Source: an optimization exercise on an open RTL-to-GDS flow (aim: small area and a short achievable clock period). Production flows keep margins and buffers that such runs may drop.

==> v11 <==
Design ex_stage, start of the top module:
module ex_stage (
  input  logic              clk,
  input  logic              rst_n,
  input  ex_pkg::alu_op_e   alu_operator_i,
  input  ex_pkg::word_t     alu_operand_a_i,
  input  ex_pkg::word_t     alu_operand_b_i,
  input  ex_pkg::word_t     alu_operand_c_i,
  input  logic              alu_en_i,
  input  ex_pkg::mul_op_e   mult_operator_i,
  input  ex_pkg::word_t     mult_operand_a_i,
  input  ex_pkg::word_t     mult_operand_b_i,
  input  ex_pkg::word_t     mult_operand_c_i,
  input  logic              mult_en_i,
  input  logic              csr_access_i,
  input  ex_pkg::word_t     csr_rdata_i,
  input  logic              branch_in_ex_i,
  input  ex_pkg::reg_addr_t regfile_alu_waddr_i,
  input  logic              regfile_alu_we_i,
  input  ex_pkg::reg_addr_t regfile_waddr_i,
  input  logic              regfile_we_i,
  input  logic              lsu_en_i,
  input  ex_pkg::word_t     lsu_rdata_i,
  input  logic              lsu_ready_ex_i,
  input  logic              lsu_err_i,
  input  logic              wb_ready_i,
  output ex_pkg::reg_addr_t regfile_alu_waddr_fw_o,
  output logic              regfile_alu_we_fw_o,
  output ex_pkg::word_t     regfile_alu_wdata_fw_o,
  output ex_pkg::reg_addr_t regfile_waddr_wb_o,
  ...
make LEC_CHECK=0 ABC_AREA=1 CAP_MARGIN=20 CORE_MARGIN=2 CORE_UTILIZATION=40 SETUP_SLACK_MARGIN=4 SLEW_MARGIN=20 SYNTH_HIERARCHICAL=1 finish   # period 15.0 ns
run.sh (not shown) runs the stock make flow with config.mk's settings and CLKGATE_MAP_FILE= SYNTH_SCRIPT=/design/flow/synth_recipe.tcl, a recipe that flattens the netlist after the stock synthesis.
==> v33 (differences from v11) <==
- SETUP_SLACK_MARGIN: 4 -> 2
==> run notes <==
Period utilisation layout: v11 78.3%; v33 85.5%
Layout non-clock buf frac: v11 15.1%; v33 11.0%
Worst R2R Setup Slack: v11 12.72 ns; v33 12.50 ns
Hold path start: v11 wb0.waddr_lsu_q[1]$_DFFE_PN0P_; v33 wb0.waddr_lsu_q[4]$_DFFE_PN0P_
Status: v11 timing/DRC/antenna clean; v33 timing/DRC/antenna clean
Number of antenna violations at the first check in global routing: v11 5; v33 2
Post-CTS Resized: v11 655; v33 20
Detailed-route wire length per cell: v11 29.6 µm; v33 26.1 µm
Fraction of met1 tracks used by global routing: v11 43.5%; v33 42.2%
Worst-path maximum fanout: v11 9; v33 19
Clock network latency to the later pin of the worst-skew pair: v11 0.29 ns; v33 0.30 ns
Multi-input gate share of total cell area: v11 75.0%; v33 78.8%
Vias per cell: v11 6.44; v33 6.14
Final setup skew: v11 0.00461 ns; v33 0.00411 ns
Final HPWL DP: v11 103 mm; v33 103 mm
Clock network contribution to total cell area: v11 0.445%; v33 0.450%
NumNets Final: v11 5340; v33 5164
Initial DRT Pass Iterations: v11 9; v33 6
Levels on crit path: v11 26; v33 24
Function was not checked in any run of this note: the RTL went through the layout flow alone.

==> inputs of job 5420 <==
ex_stage, a different RTL version from the one above (not shown whole).
export LEC_CHECK = 0
export ABC_AREA = 1
export CAP_MARGIN = 20
export CORE_MARGIN = 2
export CORE_UTILIZATION = 40
export SETUP_SLACK_MARGIN = 2
export SLEW_MARGIN = 20
export SYNTH_HIERARCHICAL = 1
create_clock -name core_clock -period 15.0 [get_ports {clk}]
standard.sh (not shown) runs the stock make flow with config.mk's settings and CLKGATE_MAP_FILE= SYNTH_SCRIPT=/design/flow/synth_recipe.tcl, a recipe that flattens the netlist after the stock synthesis.
==> flow/flow/run.sh <==
#!/bin/bash
# The standard layout, with the port buffers built from plain buffers
# (sky130_fd_sc_hd__buf_2) instead of the delay cell buffer_ports picks by itself.
set -euo pipefail
export BUFFER_PORTS_ARGS="-buffer_cell sky130_fd_sc_hd__buf_2"
bash standard.sh > standard.log 2>&1
==> job 1266 (differences from job 5420) <==
==> flow/run.sh (new file) <==
#!/bin/bash
# synth_recipe.tcl (not shown) runs the flow's synth.tcl, then flattens the netlist and writes it again
# the make line also repeats each setting of config.mk as NAME=value (left out here)
make -C /OpenROAD-flow-scripts/flow DESIGN_CONFIG=/design/flow/config.mk WORK_HOME=/design/flow/orfs CLKGATE_MAP_FILE= SYNTH_SCRIPT=/design/flow/synth_recipe.tcl finish
removed: flow/flow/run.sh
removed: flow/standard.sh
==> run_results.csv <==
group,metric,value,unit
worst_setup_path,reg2reg_slack,12.29,ns
cells_and_area,final_cell_mix,"xor2_1, fa_1, nand2_1, o22ai_1, nand3_1",
global_routing,grt_first_pass_wirelength,203400,µm
global_routing,gr-usage-met1,43.50,%
cells_and_area,final_nets,5045,
outcome,outcome,"finished clean",
detailed_routing,vias,31840,
(the above is from job 1266)
==> run_results.csv <==
group,metric,value,unit
outcome,outcome,"finished clean",
cells_and_area,final_nets,5017,
cells_and_area,final_cell_mix,"xor2_1, fa_1, nand2_1, o22ai_1, nand3_1",
timing,finalCritPeriodShare,85.13,%
global_routing,grt_first_pass_wirelength,201800,µm
worst_setup_path,reg2reg_slack,12.11,ns
(the above is from job 5420)
No run of this note included a check of the RTL's function; only the layout flow was run.

static timing again, ports no longer ideal:
No port has a modelled driver above. Below, the same layouts with a new extraction and two added sets of constraints. Step 1, drivers: a clkbuf_16 drives clk and a buf_2 each remaining input, both assumed. Step 2, shift: input delay + t, output delay - t, t = (earliest + latest rising clock arrival at the registers) / 2. This alone moves slack from input paths to output paths. a / b / c = ideal ports / drivers / drivers and shift; a / b = the first two.
| run | shift t [ns] | setup WS [ns] | worst slew at a driven data input, ns |
|---|---|---|---|
| v11 | 0.338 | 3.249 / 3.188 / 3.188 | 0.30 |
| v33 | 0.359 | 2.173 / 2.144 / 2.144 | 0.13 |
| job 5420 | 0.323 | 2.231 / 2.199 / 2.199 | 0.12 |
| job 1266 | 0.321 | 2.055 / 2.022 / 2.022 | 0.13 |
After both steps setup and hold are still met in every run listed. The setup slack of v11, which loses most, moves by -0.061 ns with the drivers and by -0.061 ns with both steps.
